Background: an optimization exercise with open tools, aiming at small area, a short achievable clock period and few clock cycles per item. Do not read the settings as production practice. In this exercise RTL edits were held to simulation tests only and were not proved equivalent to the original. No activity file was given, so power comes from the tool's default toggle rates.

==> design.v <==
`timescale 1ns/10ps
package lc4_isa_pkg;
   localparam int WORD_W    = 16;  
   localparam int REG_SEL_W = 3;   
   localparam int NZP_W     = 3;
   localparam logic [3:0] OP_ARITH = 4'b0001;
   localparam logic [3:0] OP_LOGIC = 4'b0101;
   localparam logic [3:0] OP_CONST = 4'b1001;
   localparam logic [2:0] ARITH_ADD = 3'b000;
   localparam logic [2:0] ARITH_SUB = 3'b010;
   localparam logic [2:0] LOGIC_AND = 3'b000;
   localparam logic [2:0] LOGIC_NOT = 3'b001;
   localparam logic [2:0] LOGIC_OR  = 3'b010;
   localparam logic [2:0] LOGIC_XOR = 3'b011;
   localparam logic [NZP_W-1:0] NZP_NEG  = 3'b100;
   localparam logic [NZP_W-1:0] NZP_ZERO = 3'b010;
   localparam logic [NZP_W-1:0] NZP_POS  = 3'b001;
   typedef struct packed {
      logic [3:0]           opcode;
      logic [REG_SEL_W-1:0] rd;
      logic [REG_SEL_W-1:0] rs;
      logic [2:0]           sub;   
      logic [REG_SEL_W-1:0] rt;
   } insn_reg_t;
   typedef struct packed {
      logic [3:0]           opcode;
      logic [REG_SEL_W-1:0] rd;
      logic [REG_SEL_W-1:0] rs;
      logic                 imm_flag;  
      logic [4:0]           imm5;
   } insn_imm_t;
   typedef struct packed {
      logic [3:0]           opcode;
      logic [REG_SEL_W-1:0] rd;
      logic [8:0]           imm9;  
   } insn_cst_t;
   typedef union packed {
      insn_reg_t r;
      insn_imm_t i;
      insn_cst_t c;
   } lc4_insn_u;
endpackage
`timescale 1ns/10ps
package lc4_pipe_pkg;
   localparam int WORD_W    = 16;
   localparam int REG_SEL_W = 3;
   localparam int NZP_W     = 3;
   typedef enum logic [1:0] {
      STALL_NONE  = 2'd0,  
      STALL_SPLIT = 2'd1,  
      STALL_RESET = 2'd2   
   } stall_e;
   typedef struct packed {
      logic [REG_SEL_W-1:0] rs_sel;
      logic                              rs_re;
      logic [REG_SEL_W-1:0] rt_sel;
      logic                              rt_re;
      logic [REG_SEL_W-1:0] rd_sel;
      logic                              rf_we;
      logic                              nzp_we;
   } ctrl_t;
   typedef struct packed {
      stall_e                           stall;
      logic [WORD_W-1:0]   pc;
      logic [WORD_W-1:0]                insn;  
      ctrl_t                            ctrl;
   } issue_t;
   typedef struct packed {
      logic                              we;
      logic [REG_SEL_W-1:0] sel;
      logic [WORD_W-1:0]    data;
   } wr_port_t;
   typedef struct packed {
      stall_e                            stall;
      logic [WORD_W-1:0]    pc;
      logic [WORD_W-1:0]    insn;
      logic                              rf_we;
      logic [REG_SEL_W-1:0] wsel;
      logic [WORD_W-1:0]    wdata;
      logic                              nzp_we;
      logic [NZP_W-1:0]     nzp;
   } commit_t;
endpackage
`timescale 1ns/10ps
module lc4_decoder (
   input  lc4_isa_pkg::lc4_insn_u i_insn,
   output lc4_pipe_pkg::ctrl_t    o_ctrl
);
   always_comb begin
      o_ctrl = '0;  
      case (i_insn.r.opcode)
         lc4_isa_pkg::OP_ARITH: begin
            o_ctrl.rs_sel = i_insn.r.rs;
            o_ctrl.rs_re  = 1'b1;
            o_ctrl.rt_sel = i_insn.r.rt;
            o_ctrl.rt_re  = !i_insn.i.imm_flag;  
            o_ctrl.rd_sel = i_insn.r.rd;
            o_ctrl.rf_we  = 1'b1;
            o_ctrl.nzp_we = 1'b1;
         end
         lc4_isa_pkg::OP_LOGIC: begin
            o_ctrl.rs_sel = i_insn.r.rs;
            o_ctrl.rs_re  = 1'b1;
            o_ctrl.rt_sel = i_insn.r.rt;
            o_ctrl.rt_re  = !i_insn.i.imm_flag &&
                            (i_insn.r.sub != lc4_isa_pkg::LOGIC_NOT);
            o_ctrl.rd_sel = i_insn.r.rd;
            o_ctrl.rf_we  = 1'b1;
            o_ctrl.nzp_we = 1'b1;
         end
         lc4_isa_pkg::OP_CONST: begin
            o_ctrl.rd_sel = i_insn.c.rd;  
            o_ctrl.rf_we  = 1'b1;
            o_ctrl.nzp_we = 1'b1;
         end
         default: ;
      endcase
   end
endmodule
`timescale 1ns/10ps
module lc4_alu (
   input  lc4_isa_pkg::lc4_insn_u           i_insn,
   input  logic [lc4_isa_pkg::WORD_W-1:0]   i_rs_val,
   input  logic [lc4_isa_pkg::WORD_W-1:0]   i_rt_val,
   output logic [lc4_isa_pkg::WORD_W-1:0]   o_result
);
   logic [lc4_isa_pkg::WORD_W-1:0] imm5_sx, imm9_sx;
   assign imm5_sx = {{(lc4_isa_pkg::WORD_W-5){i_insn.i.imm5[4]}}, i_insn.i.imm5};
   assign imm9_sx = {{(lc4_isa_pkg::WORD_W-9){i_insn.c.imm9[8]}}, i_insn.c.imm9};
   always_comb begin
      o_result = '0;
      case (i_insn.r.opcode)
         lc4_isa_pkg::OP_ARITH: begin
            if (i_insn.i.imm_flag) o_result = i_rs_val + imm5_sx;
            else begin
               case (i_insn.r.sub)
                  lc4_isa_pkg::ARITH_ADD: o_result = i_rs_val + i_rt_val;
                  lc4_isa_pkg::ARITH_SUB: o_result = i_rs_val - i_rt_val;
                  default:                o_result = '0;  
               endcase
            end
         end
         lc4_isa_pkg::OP_LOGIC: begin
            if (i_insn.i.imm_flag) o_result = i_rs_val & imm5_sx;
            else begin
               case (i_insn.r.sub)
                  lc4_isa_pkg::LOGIC_AND: o_result = i_rs_val & i_rt_val;
                  lc4_isa_pkg::LOGIC_NOT: o_result = ~i_rs_val;
                  lc4_isa_pkg::LOGIC_OR:  o_result = i_rs_val | i_rt_val;
                  lc4_isa_pkg::LOGIC_XOR: o_result = i_rs_val ^ i_rt_val;
                  default:                o_result = '0;
               endcase
            end
         end
         lc4_isa_pkg::OP_CONST: o_result = imm9_sx;
         default: ;
      endcase
   end
endmodule
`timescale 1ns/10ps
module lc4_fetch_split #(
   parameter logic [lc4_isa_pkg::WORD_W-1:0] START_PC = 16'h8200
) (
   input  logic                                gwe,
   input  logic                                i_rst,
   input  lc4_isa_pkg::lc4_insn_u              i_insn_a,   
   input  lc4_isa_pkg::lc4_insn_u              i_insn_b,   
   output logic [lc4_isa_pkg::WORD_W-1:0]      o_pc,
   output logic [lc4_isa_pkg::REG_SEL_W-1:0]   o_rs_sel_a,
   output logic [lc4_isa_pkg::REG_SEL_W-1:0]   o_rt_sel_a,
   output logic [lc4_isa_pkg::REG_SEL_W-1:0]   o_rs_sel_b,
   output logic [lc4_isa_pkg::REG_SEL_W-1:0]   o_rt_sel_b,
   output lc4_pipe_pkg::issue_t                o_issue_a,
   output lc4_pipe_pkg::issue_t                o_issue_b
);
   typedef struct packed {
      lc4_pipe_pkg::stall_e             stall;
      logic [lc4_isa_pkg::WORD_W-1:0]   pc;
      lc4_isa_pkg::lc4_insn_u           insn;
   } d_slot_t;
   logic [lc4_isa_pkg::WORD_W-1:0] pc_q;
   d_slot_t                        d_a_q, d_b_q;  
   lc4_pipe_pkg::ctrl_t            ctrl_a, ctrl_b;
   logic                           split;
   lc4_decoder dec_a (.i_insn(d_a_q.insn), .o_ctrl(ctrl_a));
   lc4_decoder dec_b (.i_insn(d_b_q.insn), .o_ctrl(ctrl_b));
   assign split = ctrl_a.rf_we &&
                  ((ctrl_b.rs_re && ctrl_b.rs_sel == ctrl_a.rd_sel) ||
                   (ctrl_b.rt_re && ctrl_b.rt_sel == ctrl_a.rd_sel));
   assign o_pc       = pc_q;
   assign o_rs_sel_a = ctrl_a.rs_sel;
   assign o_rt_sel_a = ctrl_a.rt_sel;
   assign o_rs_sel_b = ctrl_b.rs_sel;
   assign o_rt_sel_b = ctrl_b.rt_sel;
   always_comb begin
      o_issue_a.stall = d_a_q.stall;
      o_issue_a.pc    = d_a_q.pc;
      o_issue_a.insn  = d_a_q.insn;
      o_issue_a.ctrl  = ctrl_a;
      if (split) begin
         o_issue_b       = '0;  
         o_issue_b.stall = lc4_pipe_pkg::STALL_SPLIT;
      end else begin
         o_issue_b.stall = d_b_q.stall;
         o_issue_b.pc    = d_b_q.pc;
         o_issue_b.insn  = d_b_q.insn;
         o_issue_b.ctrl  = ctrl_b;
      end
   end
   always_ff @(posedge gwe) begin
      if (i_rst) begin
         pc_q        <= START_PC;
         d_a_q       <= '0;
         d_a_q.stall <= lc4_pipe_pkg::STALL_RESET;
         d_b_q       <= '0;
         d_b_q.stall <= lc4_pipe_pkg::STALL_RESET;
      end else if (split) begin
         d_a_q <= d_b_q;
         d_b_q.stall <= lc4_pipe_pkg::STALL_NONE;
         d_b_q.pc    <= pc_q;
         d_b_q.insn  <= i_insn_a;
         pc_q  <= pc_q + 16'd1;
      end else begin
         d_a_q.stall <= lc4_pipe_pkg::STALL_NONE;
         d_a_q.pc    <= pc_q;
         d_a_q.insn  <= i_insn_a;
         d_b_q.stall <= lc4_pipe_pkg::STALL_NONE;
         d_b_q.pc    <= pc_q + 16'd1;
         d_b_q.insn  <= i_insn_b;
         pc_q  <= pc_q + 16'd2;  
      end
   end
endmodule
`timescale 1ns/10ps
module lc4_regfile_dual (
   input  logic                              gwe,
   input  logic                              i_rst,
   input  logic [lc4_isa_pkg::REG_SEL_W-1:0] i_rs_sel_a,
   input  logic [lc4_isa_pkg::REG_SEL_W-1:0] i_rt_sel_a,
   input  logic [lc4_isa_pkg::REG_SEL_W-1:0] i_rs_sel_b,
   input  logic [lc4_isa_pkg::REG_SEL_W-1:0] i_rt_sel_b,
   output logic [lc4_isa_pkg::WORD_W-1:0]    o_rs_val_a,
   output logic [lc4_isa_pkg::WORD_W-1:0]    o_rt_val_a,
   output logic [lc4_isa_pkg::WORD_W-1:0]    o_rs_val_b,
   output logic [lc4_isa_pkg::WORD_W-1:0]    o_rt_val_b,
   input  lc4_pipe_pkg::wr_port_t            i_wr_a,     
   input  lc4_pipe_pkg::wr_port_t            i_wr_b      
);
   logic [lc4_isa_pkg::WORD_W-1:0] regs [8];
   function automatic logic [lc4_isa_pkg::WORD_W-1:0] rd_port(
      input logic [lc4_isa_pkg::REG_SEL_W-1:0] sel);
      logic [lc4_isa_pkg::WORD_W-1:0] val;
      val = regs[sel];
      if (i_wr_a.we && i_wr_a.sel == sel) val = i_wr_a.data;
      if (i_wr_b.we && i_wr_b.sel == sel) val = i_wr_b.data;
      rd_port = val;
   endfunction
   always_comb begin
      o_rs_val_a = rd_port(i_rs_sel_a);
      o_rt_val_a = rd_port(i_rt_sel_a);
      o_rs_val_b = rd_port(i_rs_sel_b);
      o_rt_val_b = rd_port(i_rt_sel_b);
   end
   always_ff @(posedge gwe) begin
      if (i_rst) begin
         for (int r = 0; r < 8; r++) regs[r] <= '0;
      end else begin
         if (i_wr_a.we) regs[i_wr_a.sel] <= i_wr_a.data;
         if (i_wr_b.we) regs[i_wr_b.sel] <= i_wr_b.data;  
      end
   end
endmodule
`timescale 1ns/10ps
module lc4_execute (
   input  logic                            gwe,
   input  logic                            i_rst,
   input  lc4_pipe_pkg::issue_t            i_issue_a,
   input  lc4_pipe_pkg::issue_t            i_issue_b,
   input  logic [lc4_isa_pkg::WORD_W-1:0]  i_rs_val_a,
   input  logic [lc4_isa_pkg::WORD_W-1:0]  i_rt_val_a,
   input  logic [lc4_isa_pkg::WORD_W-1:0]  i_rs_val_b,
   input  logic [lc4_isa_pkg::WORD_W-1:0]  i_rt_val_b,
   output lc4_pipe_pkg::wr_port_t          o_wr_a,
   output lc4_pipe_pkg::wr_port_t          o_wr_b,
   output lc4_pipe_pkg::commit_t           o_commit_a,
   output lc4_pipe_pkg::commit_t           o_commit_b
);
   typedef struct packed {
      lc4_pipe_pkg::issue_t            iss;
      logic [lc4_isa_pkg::WORD_W-1:0]  rs_val;  
      logic [lc4_isa_pkg::WORD_W-1:0]  rt_val;
   } x_slot_t;
   x_slot_t                        x_a_q, x_b_q;
   lc4_pipe_pkg::commit_t          w_a_q, w_b_q;
   logic [lc4_isa_pkg::WORD_W-1:0] op_rs_a, op_rt_a, op_rs_b, op_rt_b;
   logic [lc4_isa_pkg::WORD_W-1:0] res_a, res_b;
   function automatic logic [lc4_isa_pkg::WORD_W-1:0] fwd(
      input logic [lc4_isa_pkg::REG_SEL_W-1:0] sel,
      input logic [lc4_isa_pkg::WORD_W-1:0]    val);
      logic [lc4_isa_pkg::WORD_W-1:0] v;
      v = val;
      if (w_a_q.rf_we && w_a_q.wsel == sel) v = w_a_q.wdata;
      if (w_b_q.rf_we && w_b_q.wsel == sel) v = w_b_q.wdata;
      fwd = v;
   endfunction
   function automatic lc4_pipe_pkg::commit_t mk_commit(
      input x_slot_t                        x,
      input logic [lc4_isa_pkg::WORD_W-1:0] res);
      lc4_pipe_pkg::commit_t c;
      c.stall  = x.iss.stall;
      c.pc     = x.iss.pc;
      c.insn   = x.iss.insn;
      c.rf_we  = x.iss.ctrl.rf_we;
      c.wsel   = x.iss.ctrl.rd_sel;
      c.wdata  = res;
      c.nzp_we = x.iss.ctrl.nzp_we;
      if (res[lc4_isa_pkg::WORD_W-1]) c.nzp = lc4_isa_pkg::NZP_NEG;  
      else if (res != '0)             c.nzp = lc4_isa_pkg::NZP_POS;
      else                            c.nzp = lc4_isa_pkg::NZP_ZERO;
      mk_commit = c;
   endfunction
   always_comb begin
      op_rs_a = fwd(x_a_q.iss.ctrl.rs_sel, x_a_q.rs_val);
      op_rt_a = fwd(x_a_q.iss.ctrl.rt_sel, x_a_q.rt_val);
      op_rs_b = fwd(x_b_q.iss.ctrl.rs_sel, x_b_q.rs_val);
      op_rt_b = fwd(x_b_q.iss.ctrl.rt_sel, x_b_q.rt_val);
   end
   lc4_alu alu_a (.i_insn(x_a_q.iss.insn), .i_rs_val(op_rs_a), .i_rt_val(op_rt_a),
                  .o_result(res_a));
   lc4_alu alu_b (.i_insn(x_b_q.iss.insn), .i_rs_val(op_rs_b), .i_rt_val(op_rt_b),
                  .o_result(res_b));
   always_ff @(posedge gwe) begin
      if (i_rst) begin
         x_a_q           <= '0;
         x_a_q.iss.stall <= lc4_pipe_pkg::STALL_RESET;
         x_b_q           <= '0;
         x_b_q.iss.stall <= lc4_pipe_pkg::STALL_RESET;
         w_a_q           <= '0;  
         w_a_q.stall     <= lc4_pipe_pkg::STALL_RESET;
         w_b_q           <= '0;
         w_b_q.stall     <= lc4_pipe_pkg::STALL_RESET;
      end else begin
         x_a_q.iss    <= i_issue_a;
         x_a_q.rs_val <= i_rs_val_a;
         x_a_q.rt_val <= i_rt_val_a;
         x_b_q.iss    <= i_issue_b;
         x_b_q.rs_val <= i_rs_val_b;
         x_b_q.rt_val <= i_rt_val_b;
         w_a_q <= mk_commit(x_a_q, res_a);
         w_b_q <= mk_commit(x_b_q, res_b);
      end
   end
   assign o_wr_a.we   = w_a_q.rf_we;
   assign o_wr_a.sel  = w_a_q.wsel;
   assign o_wr_a.data = w_a_q.wdata;
   assign o_wr_b.we   = w_b_q.rf_we;
   assign o_wr_b.sel  = w_b_q.wsel;
   assign o_wr_b.data = w_b_q.wdata;
   assign o_commit_a = w_a_q;
   assign o_commit_b = w_b_q;
endmodule
`timescale 1ns/10ps
module lc4_superscalar #(
   parameter logic [lc4_isa_pkg::WORD_W-1:0] START_PC = 16'h8200
) (
   input  logic                            gwe,
   input  logic                            i_rst,
   output logic [lc4_isa_pkg::WORD_W-1:0]  o_pc,
   input  lc4_isa_pkg::lc4_insn_u          i_insn_a,
   input  lc4_isa_pkg::lc4_insn_u          i_insn_b,
   output lc4_pipe_pkg::commit_t           o_commit_a,
   output lc4_pipe_pkg::commit_t           o_commit_b
);
   logic [lc4_isa_pkg::REG_SEL_W-1:0] rs_sel_a, rt_sel_a, rs_sel_b, rt_sel_b;  
   logic [lc4_isa_pkg::WORD_W-1:0]    rs_val_a, rt_val_a, rs_val_b, rt_val_b;
   lc4_pipe_pkg::issue_t              issue_a, issue_b;
   lc4_pipe_pkg::wr_port_t            wr_a, wr_b;  
   lc4_fetch_split #(.START_PC(START_PC)) u_fetch (
      .gwe(gwe), .i_rst(i_rst),
      .i_insn_a(i_insn_a), .i_insn_b(i_insn_b), .o_pc(o_pc),
      .o_rs_sel_a(rs_sel_a), .o_rt_sel_a(rt_sel_a),
      .o_rs_sel_b(rs_sel_b), .o_rt_sel_b(rt_sel_b),
      .o_issue_a(issue_a), .o_issue_b(issue_b)
   );
   lc4_regfile_dual u_regfile (
      .gwe(gwe), .i_rst(i_rst),
      .i_rs_sel_a(rs_sel_a), .i_rt_sel_a(rt_sel_a),
      .i_rs_sel_b(rs_sel_b), .i_rt_sel_b(rt_sel_b),
      .o_rs_val_a(rs_val_a), .o_rt_val_a(rt_val_a),
      .o_rs_val_b(rs_val_b), .o_rt_val_b(rt_val_b),
      .i_wr_a(wr_a), .i_wr_b(wr_b)
   );
   lc4_execute u_execute (
      .gwe(gwe), .i_rst(i_rst),
      .i_issue_a(issue_a), .i_issue_b(issue_b),
      .i_rs_val_a(rs_val_a), .i_rt_val_a(rt_val_a),
      .i_rs_val_b(rs_val_b), .i_rt_val_b(rt_val_b),
      .o_wr_a(wr_a), .o_wr_b(wr_b),
      .o_commit_a(o_commit_a), .o_commit_b(o_commit_b)
   );
endmodule
==> run.sh <==
#!/bin/bash
# synth_recipe.tcl (not shown) runs the flow's synth.tcl, then flattens the netlist and writes it again
# the make line also repeats each setting of config.mk as NAME=value (left out here)
make -C /OpenROAD-flow-scripts/flow DESIGN_CONFIG=/design/flow/config.mk WORK_HOME=/design/flow/orfs CLKGATE_MAP_FILE= SYNTH_SCRIPT=/design/flow/synth_recipe.tcl finish
==> config.mk <==
export PLATFORM = sky130hd
export DESIGN_NAME = lc4_superscalar
export DESIGN_NICKNAME = lc4_superscalar
export VERILOG_FILES = /design/flow/design.v
export SDC_FILE = /design/flow/constraint.sdc
export NUM_CORES = 4
export LEC_CHECK = 0
export CAP_MARGIN = 20
export CORE_MARGIN = 2
export CORE_UTILIZATION = 40
export SLEW_MARGIN = 20
==> constraint.sdc <==
create_clock -name core_clock -period 5.5 [get_ports {gwe}]
set_input_delay 1.1000 -clock core_clock [delete_from_list [all_inputs] [get_ports {gwe}]]
set_output_delay 1.1000 -clock core_clock [all_outputs]
set_load 0.01 [all_outputs]
==> impl_metrics.tcl <==
set metrics [dict create \
    final.period_utilization_pct 95.88 \
    p_switching_w 0.003111 \
    antenna_found_initial 2 \
    drt_first_pass_iters 6 \
    p_sw_share_pct 31.34 \
    pwr-share-seq_pct 38.8 \
    ys_warn_count 5 \
    drive_above_1_share_pct 13.26 \
    initial_utilization_pct 40.41 \
    netlist_instances 3554 \
    place.gp.congestion 1.004 \
    overflow 0 \
    maxCapViolations 0 \
    wire_per_inst_um 27.46 \
    drcViolationCount 0 \
    power_density_nw_per_um2 278.1 \
    grt_pass1_vias 26610 \
    synth_area_per_cell_sq_um 8.636 \
    nets 3768 \
    finalInstanceArea_sq_um 35690 \
    final_util_pct 46.99 \
    hp-start "u_execute.x_a_q[78]" \
    cts_buffers 53 \
    p_total_w 0.009927 \
    maxSlewViolCount 0 \
    via_per_inst 6.174 \
    clk_path_buf_depth 3 \
    finalHoldViolCount 0 \
    setup.worst_path.start "u_execute.w_a_q[22]" \
    portBuffers 164 \
    dp_hpwl_um 89320 \
    routed_wl_um 128500 \
    cts_num_sinks 472 \
    gr-usage-all-layers_pct 31.69 \
    diodes 0 \
    syn-cell-area_sq_um 30690 \
    worst_r2r_path_depth 18 \
    synth_cell_type_count 99 \
    cp.required_ps 5980 \
    rsz0062_at_grt "false" \
    cts.htree.levels 2 \
    die_y_um 281 \
    grt_start_max_net_pins 92 \
    via_count 28900 \
    tns_ps 0 \
    slew_headroom_pct 23.64 \
    p_int_w 0.006816 \
    crit_end "u_execute.w_b_q[0]" \
    r2r_setup_slack_ps 230 \
    synth_ff_type "dfxtp_1" \
    clk_latency_ps 660 \
    hold_slack_ps 406.2 \
    critPathArrivalTime_ps 5750 \
    drt_iter0_markers 3916 \
    maxClockFrequency_mhz 189.6 \
    ios 166 \
    row_count 101 \
    clk_pin_slew_worst_paths_ps 60 \
    setup_viol 0 \
    syn_nets 3715 \
    ys_async_sr_fraction_pct 0 \
    ys_seq_elements 472 \
    dieArea_sq_um 78960 \
    rr_endpoint "u_execute.w_b_q[0]" \
    area_growth_pct 16.29 \
    p_leak_nw 14.21 \
    die_width_um 281 \
    vdd_ir_drop_max_mv 0.2548 \
    clock-root-buffer "clkbuf_16" \
    antenna_left 0 \
    reg2reg_from "u_execute.w_a_q[22]" \
    p_comb_share_pct 21.6 \
    synth_edf_count 128 \
    skew_ps 37.55 \
    min_period_ps 5274 \
    hp-class "flop to flop" \
    cp-start-kind "flop" \
    cts_hold_buf 0 \
    critPathCaptureType "flop" \
    ys_seq_area_share_pct 34.96 \
    crit_path_max_fanout 15 \
    worst_pin_slew_ps 1145 \
    grt_pass1_wl_um 184300 \
    place_area_sq_um 33720 \
    pwr-share-clk_pct 39.6 \
    status "finished clean" \
    nFillCells 7403 \
    cts_tree "yes" \
    core-area_sq_um 75950 \
    path_class "flop to flop" \
]
[cell type report]
class                           instances  area [sq um]  area share, %
Clock buffer                           66          1469          4.116
Clock inverter                         32         464.2          1.301
Inverter                               91         341.6         0.9570
Multi-Input combinational cell       2660         18480          51.79
Sequential cell                       472         10740          30.09
Tap cell                             1030          1289          3.611
Timing Repair Buffer                  329          2904          8.136
[layer usage]
metal / GRT usage [%] / vias up / wire [um]
met4: 16.88 / 0 / 7836
li1: - / 13120 / -
met2: 46.72 / 1614 / 53880
met3: 7.615 / 375 / 12830
met5: 0 / - / 0
met1: 42.64 / 13790 / 53970
[kinds of logic (layout without fill, tap and decap cells)]
logic type                 count (synthesis)  after routing  share of synthesized area, %
xor gates and xnor gates                 139            139                         3.967
buffers and inverters                    422            518                         5.344
muxes                                    250            250                         8.850
adders and majority gates                127            127                         5.275
other                                      1              1                       0.01222
and+or+nand+nor                         1106           1106                         17.82
DFF                                      472            472                         34.96
AOI/OAI and AO/OA                       1037           1037                         23.77
[what timing repair did]
item                       CTS  global route
setup endpoints to repair    0             4
gates resized for setup      0             7
buffers inserted             0             0
[cells in the mapped netlist, drive strengths merged, types with 38 or more instances]
| master | instances | share of area [%] |
|---|---|---|
| xor2 | 61 | 1.7 |
| o21ai | 145 | 2.4 |
| a221oi | 62 | 1.8 |
| nand3 | 62 | 1.0 |
| ha | 123 | 5.0 |
| o221ai | 38 | 1.1 |
| a211oi | 73 | 1.9 |
| inv | 87 | 1.1 |
| and2 | 58 | 1.2 |
| edfxtp | 128 | 13 |
| a31oi | 62 | 1.3 |
| mux2 | 155 | 5.7 |
| clkbuf | 289 | 3.5 |
| buf | 42 | 0.69 |
| nor3 | 80 | 1.3 |
| nor2b | 187 | 3.8 |
| nand2 | 276 | 3.4 |
| a21oi | 258 | 4.2 |
| nor2 | 297 | 3.6 |
| mux2i | 95 | 3.2 |
| dfxtp | 344 | 22 |
| xnor2 | 78 | 2.2 |
| a22o | 177 | 5.1 |
[state kept, by name, summed over array words and instances (netlist names)]
name             flops
u_fetch.d_a_q       33
u_execute.x_b_q     76
u_regfile.regs     128
u_fetch.d_b_q       33
u_fetch.pc_q        16
u_execute.w_a_q     55
u_execute.x_a_q     75
u_execute.w_b_q     56
[placed cells by master, fill, tap and decap left out, drive strengths merged, types with 32 or more instances in the layout]
| cell type | netlist | routed |
|---|---|---|
| o221ai | 38 | 38 |
| nor2b | 187 | 187 |
| a21oi | 258 | 258 |
| xnor2 | 78 | 78 |
| nand2 | 276 | 276 |
| dfxtp | 344 | 344 |
| mux2 | 155 | 155 |
| nand4 | 32 | 32 |
| ha | 123 | 123 |
| a211oi | 73 | 73 |
| a31oi | 62 | 62 |
| a22o | 177 | 177 |
| nor2 | 297 | 297 |
| a21o | 36 | 36 |
| and2 | 58 | 58 |
| buf | 42 | 165 |
| mux2i | 95 | 95 |
| nor3 | 80 | 80 |
| inv | 87 | 93 |
| o21ai | 145 | 145 |
| edfxtp | 128 | 128 |
| nand3 | 62 | 62 |
| xor2 | 61 | 61 |
| clkdlybuf4s50 | 0 | 163 |
| a221oi | 62 | 62 |
| clkbuf | 289 | 67 |
[critical path, cell delays in order (launching register included)]
cell and delay [ps]:
dfxtp_1 370, buf_4 190, xnor2_1 280, nand4_4 320
a221oi_2 620, or2_2 230, nor2_1 50, xnor2_1 160
fa_1 440, nand2b_1 180, a21oi_1 170, xnor2_1 130
o21ai_0 90, a2111o_1 460, nor4_1 600, nand4_1 200
nor4_1 300, nand4_1 140, nor3b_1 170
[power groups by stage]
stage	Combinational (W)	Sequential, W	Clock (W)
floorplan	0.00138	0.00386	0
global placement	0.00206	0.00392	0
detailed placement	0.00206	0.00392	0
CTS	0.00207	0.00385	0.00397
global route	0.00229	0.00386	0.00412
finish	0.00214	0.00386	0.00393
[stage by stage]
step	cells	worst slack, ps
2_1_floorplan	3554	526.4
3_3_place_gp	4580	234.1
3_5_place_dp	4581	176.0
4_1_cts	4679	141.2
5_1_grt	4680	3.738
6_report	4680	226.4
[worst min-delay path by stage]
| stage | cells past startpoint | to |
|---|---|---|
| after floorplan | 1 | u_execute.w_a_q[57] |
| after global placement | 1 | u_execute.w_a_q[57] |
| after detailed placement | 1 | u_execute.w_a_q[57] |
| after CTS | 1 | u_execute.w_a_q[57] |
| after global routing | 1 | u_execute.w_a_q[57] |
| final | 1 | u_execute.w_a_q[57] |
Testbench counts, summed over its fixed seeds: cycles 7,800, items 12,000.

==> re-timing with driven ports <==
The flow's constraints put no driver on any port. The routed layout listed below was extracted and timed again, unchanged, in two steps. Step 1 sets driving cells, clkbuf_16 on the clock port and buf_2 on the other inputs (assumed; they add their load-dependent delay and slew). Step 2 adds t to the input delays and takes it off the output delays; t is the mean of the earliest and latest rising clock arrival at the registers after step 1. Input paths then give back, and output paths get back, about the clock's delay inside the block. Slacks: ideal / step 1 / step 2; pairs: ideal / step 1.
shift t [ns]: 0.705
setup slack, ns: 0.226 / 0.226 / 0.226
worst register clock-pin slew, ns: 0.07 / 0.07
After both steps this run still meets setup and hold. For this run, drivers alone change the setup slack by 0.000 ns; drivers and shift together by 0.000 ns.
